What follows belongs to an exercise in optimizing a design on an open flow for small area, a short achievable clock period and few clock cycles per item; a production flow would make more cautious choices.
Only simulation tests tie the RTL to the original design; equivalence was not proved.
No activity file was given, so power comes from the tool's default toggle rates.

Design admm_top, start of the top module:
module admm_top (
    input  logic        clk,
    input  logic        rst,
    input  logic        chipselect,
    input  logic        read,
    input  logic        write,
    input  logic [7:0]  addr,
    input  logic [31:0] writedata,
    output logic [31:0] readdata
);
    admm_solver u_solver (
        .clk        (clk),
        .rst        (rst),
        .chipselect (chipselect),
        .read       (read),
        .write      (write),
        .addr       (addr),
        .writedata  (writedata),
        .readdata   (readdata)
    );
endmodule
==> flow/config.mk <==
export PLATFORM = sky130hd
export DESIGN_NAME = admm_top
export DESIGN_NICKNAME = admm_top
export VERILOG_FILES = /design/flow/design.v
export SDC_FILE = /design/flow/constraint.sdc
export NUM_CORES = 4
export LEC_CHECK = 0
export CAP_MARGIN = 20
export CORE_MARGIN = 2
export CORE_UTILIZATION = 40
export SLEW_MARGIN = 20
==> flow/constraint.sdc <==
create_clock -name core_clock -period 13.0 [get_ports {clk}]
set_input_delay 2.6000 -clock core_clock [delete_from_list [all_inputs] [get_ports {clk}]]
set_output_delay 2.6000 -clock core_clock [all_outputs]
set_load 0.01 [all_outputs]
standard.sh (not shown) runs the stock make flow with config.mk's settings and CLKGATE_MAP_FILE= SYNTH_SCRIPT=/design/flow/synth_recipe.tcl, a recipe that flattens the netlist after the stock synthesis.
==> flow/flow/run.sh <==
#!/bin/bash
# Standard layout, with timing repair aiming for extra setup slack so the
# critical paths are sized for a shorter period than the 13 ns constraint.
set -euo pipefail
bash standard.sh finish SETUP_SLACK_MARGIN=8.75 > flow_make.log 2>&1
Testbench counts at the start, summed over its fixed seeds: cycles 12,724, solves 192.
Change:
--- a/flow/design.v
+++ b/flow/design.v
@@ -230,33 +230,33 @@
         for (int i = 0; i < N; i++) begin
             ref_p[16*i +: 16] = ref_r[i];
             lo_p[16*i +: 16]  = lo_r[i];
             hi_p[16*i +: 16]  = hi_r[i];
         end
     end
     logic       zmask;
     logic       zmask_r;
     logic       t2_it0_r, t3_it0_r;
     logic [1:0] ph_nx;
-    assign ph_nx = busy_r ? ph_r + 2'd1 : 2'd1;
+    assign ph_nx = busy_r ? ph_r + 2'd1 : {1'b0, start_now};
     always_ff @(posedge clk or posedge rst) begin
         if (rst) zmask_r <= 1'b1;
         else     zmask_r <= start_now || !busy_r || stop || (it0_r && ph_r != 2'd3);
     end
     assign zmask = zmask_r;
     genvar g;
     generate
         for (g = 0; g < L; g++) begin : g_lane
             assign s1_z[g] = zmask ? 16'd0 : q1_z[g];
             assign s1_y[g] = zmask ? 16'd0 : q1_y[g];
             admm_stage1 u_s1 (
-                .ref_i (busy_r ? q1_r[g] : ref_r[g]),
+                .ref_i (q1_r[g]),
                 .z_i   (s1_z[g]),
                 .y_i   (s1_y[g]),
                 .x_o   (s1_x[g])
             );
             admm_stage2 u_s2 (
                 .x_i  (q2_x[g]),
                 .y_i  (q2_y[g]),
                 .lo_i (q2_lo[g]),
                 .hi_i (q2_hi[g]),
                 .z_o  (s2_z[g]),
@@ -273,21 +273,21 @@
             q2_lo[j] <= pick(lo_p, ph_r, j);
             q2_hi[j] <= pick(hi_p, ph_r, j);
             q3_x[j]  <= q2_x[j];
             q3_z[j]  <= s2_z[j];
             q3_y[j]  <= s2_y[j];
             q4_x[j]  <= q3_x[j];
             q4_z[j]  <= q3_z[j];
             q4_md[j] <= s3_md[j];
             q4_me[j] <= s3_me[j];
             q4_y[j]  <= q3_y[j];
-            q1_r[j]  <= pick(ref_p, ph_nx, j);
+            q1_r[j]  <= (cfg_wr && addr == 8'(8 + j)) ? writedata[15:0] : pick(ref_p, ph_nx, j);
             q1_y[j]  <= q4_y[j];
             if (busy_r) begin
                 q1_z[j]  <= q4_z[j];
                 q2_zo[j] <= q1_z[j];
                 q3_zo[j] <= q2_zo[j];
                 q4_zo[j] <= q3_zo[j];
             end
         end
         t2_it0_r <= zmask;
         t3_it0_r <= t2_it0_r;
The new run went through all stages and came out clean.
Final area went down by a few percent.
Via count went down by a few percent.
Routed wire length went down by a few percent.
Combinational power went up by about a fifth.
Register-to-register slack gains 0.28 ns.
Sequential share of layout area went up by 1.5 points.
Synthesized cell count went down by a few percent.
Total power went up by roughly a tenth.
Testbench counts after the change, summed over its fixed seeds: cycles 12,724, solves 192.

[static timing again, ports no longer ideal]
The flow's constraints put no driver on any port. The routed layouts listed below were extracted and timed again, unchanged, in two steps. Step 1, drivers: a clkbuf_16 drives clk and a buf_2 each remaining input, both assumed. Step 2 also shifts input and output timing later by t, the mid clock arrival at the registers, as if the neighbouring blocks saw the same clock. Slacks: ideal ports / drivers / drivers and shift; pairs: ideal ports / drivers.
run | t, ns | slack for setup (ns) | latest minus earliest clock arrival (ns) | worst register clock-pin slew, ns | cell pins on the clock port's net
the first run | 0.885 | 8.472 / 8.448 / 7.563 | 0.042 / 0.042 | 0.07 / 0.07 | 1
the second run | 0.855 | 8.680 / 8.544 / 7.689 | 0.038 / 0.037 | 0.07 / 0.07 | 1
After both steps every run listed still meets setup and hold. The setup slack of the second run, which loses most, moves by -0.136 ns with the drivers and by -0.991 ns with both steps.
